This design comes from an exercise in tuning for small area, a short achievable clock period and few clock cycles per item on the open sky130 flow, not from production work.
Power is estimated from default activity; no workload was simulated.

==> module alu_bitfield_unit, before the edit <==
module alu_bitfield_unit
(
    input  logic                rotate,
    input  logic                left,
    input  logic                field,
    input  logic                is_ins,
    input  logic                sign_fill,
    input  logic [data_w-1:0]   b,
    input  logic [shamt_w-1:0]  amount,
    input  logic [shamt_w-1:0]  msb,
    input  logic [data_w-1:0]   rotated,
    output logic [data_w-1:0]   result
);
    logic [data_w-1:0]  from_amt;
    logic [data_w-1:0]  keep;
    logic [data_w-1:0]  fill;
    logic [shamt_w-1:0] amt_m;
    logic [shamt_w-1:0] msb_m;
    assign amt_m = amount & ~{shamt_w{rotate}};
    assign msb_m = msb | ~{shamt_w{field}};
    always_comb begin
        for (int i = 0; i < data_w; i++) begin
            from_amt[i] = left ? (i >= amt_m) : ((data_w - 1 - i) >= amt_m);
            keep[i]     = from_amt[i] & (i <= msb_m);
        end
    end
    assign fill   = ({data_w{is_ins}} & b) | {data_w{sign_fill}};
    assign result = (rotated & keep) | (fill & ~keep);
endmodule
==> module alu_core, before the edit <==
module alu_core
(
    input  alu_pkg::alu_op_e    op,
    input  logic [data_w-1:0]   a,
    input  logic [data_w-1:0]   b,
    input  logic [shamt_w-1:0]  shamt,
    input  logic [shamt_w-1:0]  rd,
    output logic [data_w-1:0]   result,
    output logic                great,
    output logic                overflow
);
    logic [op_w-1:0]   code;
    logic              is_field;
    logic              is_shift;
    logic              is_ins;
    logic              is_cmp;
    logic              is_logic;
    logic              is_arith;
    logic              is_lui;
    logic              subtract;
    logic              variable;
    logic              left;
    logic              rotate;
    logic              arith_sh;
    logic [data_w-1:0] sum;
    logic              sum_ovf;
    logic              lt_signed;
    logic              lt_unsigned;
    logic [data_w-1:0] sh_src;
    logic [shamt_w-1:0] sh_amt;
    logic [data_w-1:0] rotated;
    logic [data_w-1:0] shift_res;
    logic [data_w-1:0] logic_res;
    logic [data_w-1:0] prop;
    logic [data_w-1:0] gen;
    assign code     = op;
    assign is_field = code[5];
    assign is_ins   = code[5] & ~code[0];
    assign is_shift = code[5] | code[4] | is_lui;
    assign is_arith = ~code[5] & ~code[4] & ~code[3] & ~code[2];
    assign is_logic = ~code[5] & ~code[4] & ~code[3] &  code[2];
    assign is_cmp   = ~code[5] & ~code[4] &  code[3] & ~code[1];
    assign is_lui   = ~code[5] & ~code[4] &  code[3] &  code[1];
    assign subtract = ~code[2] & (code[1] | code[3]);
    assign variable = ~code[5] & (code[2] | (code[3] & code[0]));
    assign left     = (code[5] & ~code[0]) | (~code[5] & ~code[3] & ~code[1] & ~code[0]) | is_lui;
    assign rotate   = ~code[5] & code[4] & code[3];
    assign arith_sh = ~code[5] & ~code[3] & code[1];
    alu_arith_unit arith_i (
        .subtract    (subtract),
        .a           (a),
        .b           (b),
        .sum         (sum),
        .sum_ovf     (sum_ovf),
        .lt_signed   (lt_signed),
        .lt_unsigned (lt_unsigned),
        .great       (great),
        .prop        (prop),
        .gen         (gen)
    );
    assign sh_src = is_field ? a : b;
    assign sh_amt = is_lui ? shamt_w'(16) : (variable ? a[shamt_w-1:0] : shamt);
    alu_shift_unit shift_i (
        .src    (sh_src),
        .amount (sh_amt),
        .left   (left),
        .result (rotated)
    );
    alu_bitfield_unit field_i (
        .rotate    (rotate),
        .left      (left),
        .field     (is_field),
        .is_ins    (is_ins),
        .sign_fill (arith_sh & b[data_w-1]),
        .b         (b),
        .amount    (sh_amt),
        .msb       (rd),
        .rotated   (rotated),
        .result    (shift_res)
    );
    always_comb begin
        case (code[1:0])
            2'b00:   logic_res = gen;
            2'b01:   logic_res = prop | gen;
            2'b10:   logic_res = prop;
            default: logic_res = ~(prop | gen);
        endcase
    end
    assign result =
        ({data_w{is_arith}} & sum) |
        ({data_w{is_logic}} & logic_res) |
        ({data_w{is_shift}} & shift_res) |
        {{(data_w-1){1'b0}}, is_cmp & (code[0] ? lt_unsigned : lt_signed)};
    assign overflow = sum_ovf & is_arith & ~code[0];
endmodule
Settings: LEC_CHECK=0, ABC_AREA=1, CAP_MARGIN=20, CORE_MARGIN=2, CORE_UTILIZATION=50, SETUP_SLACK_MARGIN=2.5, SLEW_MARGIN=20; clock period 7.0 ns.
standard.sh (not shown) runs the stock make flow with config.mk's settings and CLKGATE_MAP_FILE= SYNTH_SCRIPT=/design/flow/synth_recipe.tcl, a recipe that flattens the netlist after the stock synthesis.
==> flow/flow/run.sh <==
#!/bin/bash
# Standard layout, with the port buffers the standard flow adds made
# from a plain buf_1 instead of the slow delay buffer buffer_ports picks.
set -euo pipefail
export BUFFER_PORTS_ARGS="-buffer_cell sky130_fd_sc_hd__buf_1"
export REMOVE_ABC_BUFFERS=1
bash standard.sh > standard_flow.log 2>&1
Then changed:
--- a/flow/design.v
+++ b/flow/design.v
@@ -64,22 +64,18 @@
     input  logic [shamt_w-1:0]  msb,
     input  logic [data_w-1:0]   rotated,
     output logic [data_w-1:0]   result
 );
-    logic [data_w-1:0]  from_amt;
-    logic [data_w-1:0]  keep;
-    logic [data_w-1:0]  fill;
-    logic [shamt_w-1:0] amt_m;
-    logic [shamt_w-1:0] msb_m;
-    assign amt_m = amount & ~{shamt_w{rotate}};
-    assign msb_m = msb | ~{shamt_w{field}};
+    logic [data_w-1:0] from_amt;
+    logic [data_w-1:0] keep;
+    logic [data_w-1:0] fill;
     always_comb begin
         for (int i = 0; i < data_w; i++) begin
-            from_amt[i] = left ? (i >= amt_m) : ((data_w - 1 - i) >= amt_m);
-            keep[i]     = from_amt[i] & (i <= msb_m);
+            from_amt[i] = left ? (i >= amount) : ((data_w - 1 - i) >= amount);
+            keep[i]     = rotate | (from_amt[i] & (~field | (i <= msb)));
+            fill[i]     = is_ins ? b[i] : sign_fill;
         end
     end
-    assign fill   = ({data_w{is_ins}} & b) | {data_w{sign_fill}};
     assign result = (rotated & keep) | (fill & ~keep);
 endmodule
 `timescale 1ns/1ps
 import alu_pkg::*;
@@ -165,18 +161,18 @@
     logic [data_w-1:0] gen;
     assign code     = op;
     assign is_field = code[5];
     assign is_ins   = code[5] & ~code[0];
+    assign is_lui   = ~code[4] & code[3] & code[1];
     assign is_shift = code[5] | code[4] | is_lui;
     assign is_arith = ~code[5] & ~code[4] & ~code[3] & ~code[2];
-    assign is_logic = ~code[5] & ~code[4] & ~code[3] &  code[2];
-    assign is_cmp   = ~code[5] & ~code[4] &  code[3] & ~code[1];
-    assign is_lui   = ~code[5] & ~code[4] &  code[3] &  code[1];
+    assign is_logic = ~code[4] & ~code[3] & code[2];
+    assign is_cmp   = ~code[4] & code[3] & ~code[1];
     assign subtract = ~code[2] & (code[1] | code[3]);
-    assign variable = ~code[5] & (code[2] | (code[3] & code[0]));
-    assign left     = (code[5] & ~code[0]) | (~code[5] & ~code[3] & ~code[1] & ~code[0]) | is_lui;
-    assign rotate   = ~code[5] & code[4] & code[3];
-    assign arith_sh = ~code[5] & ~code[3] & code[1];
+    assign variable = code[2] | (code[3] & code[0]);
+    assign left     = (~code[3] & ~code[1] & ~code[0]) | (code[3] & code[1]);
+    assign rotate   = code[4] & code[3];
+    assign arith_sh = ~code[3] & code[1];
     alu_arith_unit arith_i (
         .subtract    (subtract),
         .a           (a),
         .b           (b),
Result:
- The changed run completed without violations
- via count went up by 4.7%
- design area goes up by 2.5%
- cell count goes up by 7.2%
- synthesized area increases by 3.4%
- clock power went down by 25%
- setup slack improves by 84 ps
- non-clock buffer count went down by 8
- synthesized cell count came out higher by 9.4%
No functional check of the RTL was part of any run of this note.

## separate check: timing with driven ports
How much do the figures lean on ideal ports? The routed layouts below were timed once more, with nothing changed but the port constraints. Step 1 (the two cells are an assumption about what drives the block):
set clk [get_ports {clk}]
set_driving_cell -lib_cell sky130_fd_sc_hd__clkbuf_16 $clk
set_driving_cell -lib_cell sky130_fd_sc_hd__buf_2 [delete_from_list [all_inputs] $clk]
Step 2 times the ports against the registers' clock, not the clock port: input delays grow and output delays shrink by t, the midpoint of the rising clock arrivals with the driver on. Slacks: ideal / step 1 / step 2; pairs: ideal / step 1.
run	shift t [ns]	slack for setup (ns)	worst hold slack (ns)	clock arrival spread, ns	worst slew at a driven data input, ns
the first run	0.354	2.543 / 2.559 / 2.205	0.511 / 0.511 / 0.511	0.010 / 0.011	0.03
the second run	0.344	2.627 / 2.651 / 2.307	0.525 / 0.525 / 0.525	0.011 / 0.012	0.04
After both steps every run listed still meets setup and hold. The setup slack of the first run, which loses most, moves by +0.016 ns with the drivers and by -0.338 ns with both steps.
